Source: an optimization exercise on an open RTL-to-GDS flow (aim: small area and a short achievable clock period). Production flows keep margins and buffers that such runs may drop.
At most, simulation tests tie the RTL to the original design; equivalence was not proved.
Power and IR drop assume default switching activity.

## run a
// jpeg_fb_writer
module jpeg_fb_writer #(
  parameter int unsigned       ADDR_W    = 32,
  parameter logic [ADDR_W-1:0] BASE_ADDR = 32'h0010_0000,
  parameter int unsigned       PIX_FMT   = 0
) (
  input  logic              clk,
  input  logic              reset,
  input  logic              in_valid_i,
  input  logic [15:0]       in_width_i,
  input  logic [15:0]       in_height_i,
  input  logic [15:0]       in_x_i,
  input  logic [15:0]       in_y_i,
  input  logic [7:0]        in_r_i,
  input  logic [7:0]        in_g_i,
  input  logic [7:0]        in_b_i,
  output logic              in_accept_o,
  output logic              wr_valid_o,
  output logic [ADDR_W-1:0] wr_addr_o,
  output logic [31:0]       wr_data_o,
  output logic [3:0]        wr_strb_o,
  input  logic              wr_ready_i,
  output logic              frame_done_o,
  output logic              busy_o,
  output logic [15:0]       crop_count_o,
  output logic              geom_err_o
);
Size in the first run: about 1,400 cells after synthesis, about 0.017 mm2 of cells after synthesis.
export LEC_CHECK = 0
export CAP_MARGIN = 20
export CORE_MARGIN = 2
export CORE_UTILIZATION = 40
export CTS_BUF_LIST = sky130_fd_sc_hd__clkbuf_4 sky130_fd_sc_hd__clkbuf_8
export SETUP_SLACK_MARGIN = 4.3
export SLEW_MARGIN = 20
export SYNTH_HIERARCHICAL = 1
create_clock -name core_clock -period 9.0 [get_ports {clk}]
standard.sh (not shown) runs the stock make flow with config.mk's settings and CLKGATE_MAP_FILE= SYNTH_SCRIPT=/design/flow/synth_recipe.tcl, a recipe that flattens the netlist after the stock synthesis.
==> flow/flow/run.sh <==
#!/bin/bash
# Own layout flow: the standard flow, with plain buf_1 cells as the port buffers
# (instead of the delay-cell buffer the resizer picks by default). Every port still gets
# its own buffer. The full make output goes to std_flow.log in the work folder.
set -euo pipefail
export BUFFER_PORTS_ARGS="-buffer_cell sky130_fd_sc_hd__buf_1"
bash standard.sh finish > std_flow.log 2>&1
Inputs modified between run a and run b:
--- a/flow/design.v
+++ b/flow/design.v
@@ -524,22 +524,21 @@
       wr_c_q   <= lo_sum[L];
       wr_a_q   <= mra[29:L];
       wr_b_q   <= mrb[29:L];
       wr_rgb_q <= s1_rgb_q;
     end
     if (start_ok) begin
       wn_q  <= ~in_width_i;
       h_q   <= in_height_i;
-      col_q <= w_used;
-      row_q <= in_height_i;
-    end else if (count) begin
-      col_q <= col_last ? w_used : col_q - 16'd1;
-      if (col_last) row_q <= row_q - 16'd1;
     end
+    if (start_ok | count)
+      col_q <= (!count | col_last) ? w_used : col_q - 16'd1;
+    if (start_ok | (count & col_last))
+      row_q <= count ? row_q - 16'd1 : in_height_i;
   end
   always_ff @(posedge clk) begin
     if (!reset) begin
       active_q     <= 1'b0;
       start_pend_q <= 1'b0;
       frame_done_q <= 1'b0;
       geom_err_q   <= 1'b0;
       s1_valid_q   <= 1'b0;
@@ -556,30 +555,30 @@
       wr_valid_q   <= wr_valid_d;
       if (wr_load) strb_q <= 1'b1;
       if (start_ok)
         crop_cnt_q <= 16'd0;
       else if (en & s1_valid_q & s1_crop_q & (crop_cnt_q != 16'hFFFF))
         crop_cnt_q <= crop_cnt_q + 16'd1;
     end
   end
-  jfw_cpa_hi u_hi (.a(wr_a_q), .b(wr_b_q), .ci(wr_c_q), .s(hi_sum));
+  jfw_cpa_hi u_hi (.a(wr_a_q), .b(wr_b_q), .ci(wr_c_q), .en(strb_q), .s(hi_sum));
   jfw_accept u_acc (.wr_valid(wr_valid_q), .wr_ready(wr_ready_i), .accept(in_accept_o));
   assign wr_valid_o   = wr_valid_q;
-  assign wr_addr_o    = strb_q ? {hi_sum, wr_lo_q, 2'b00} : 32'd0;
+  assign wr_addr_o    = {hi_sum, strb_q ? wr_lo_q : {L{1'b0}}, 2'b00};
   assign wr_data_o    = strb_q ? {8'h00, wr_rgb_q} : 32'd0;
   assign wr_strb_o    = {4{strb_q}};
   assign frame_done_o = frame_done_q;
   assign busy_o       = active_q | frame_done_q | s1_valid_q | wr_valid_q | start_pend_q;
   assign crop_count_o = crop_cnt_q;
   assign geom_err_o   = geom_err_q;
 endmodule
-module jfw_cpa_hi (input logic [29:14] a, b, input logic ci, output logic [29:14] s);
+module jfw_cpa_hi (input logic [29:14] a, b, input logic ci, en, output logic [29:14] s);
   logic [30-14:0] t;
-  assign t = {a, 1'b1} + {b, ci};
+  assign t = {a & {(30-14){en}}, 1'b1} + {b & {(30-14){en}}, ci & en};
   assign s = t[30-14:1];
 endmodule
 module jfw_accept (input logic wr_valid, wr_ready, output logic accept);
   assign accept = !wr_valid | wr_ready;
 endmodule
 module jfw_fa (input logic a, b, c, output logic s, co);
   assign s  = a ^ b ^ c;
   assign co = (a & b) | (c & (a ^ b));
==> comparison <==
Compared with run a, in run b per-cell routed wire length rose 0.49 um; worst hold slack about even; number of logic inverters in the finished layout rose 1; total length of routed wires rose about 5%; top fanout value on the critical path fell 10. Run b ends up with a design area that is about 2.8% higher than in run a. | leakage power | lower: run a |. Run b vs run a: routed wire length on met3 up.
The RTL of run b was laid out without a check of its function.

static timing again, ports no longer ideal:
The results above use ideal ports. As a check the final layouts listed here were re-extracted and re-timed, cells and wires unchanged.
Step 1, drivers: a clkbuf_16 drives clk and a buf_2 each remaining input, both assumed.
Step 2 moves the port delays by t, midway between the first and last clock arrival at a register: inputs arrive t later, outputs are due t later. That takes back most of the time a late clock gives input paths.
a / b / c = ideal ports / drivers / drivers and shift; a / b = the first two.
| run | t, ns | setup slack, ns | hold slack, ns | worst setup path at the end | slew at the worst register clock pin (ns) |
|---|---|---|---|---|---|
| run a | 0.641 | 4.447 / 4.408 / 3.829 | 0.412 / 0.412 / 0.412 | input to register | 0.06 / 0.06 |
| run b | 0.631 | 4.371 / 4.323 / 4.055 | 0.415 / 0.415 / 0.415 | input to register | 0.06 / 0.06 |
After both steps setup and hold are still met in every run listed. The setup slack of run a, which loses most, moves by -0.039 ns with the drivers and by -0.618 ns with both steps.
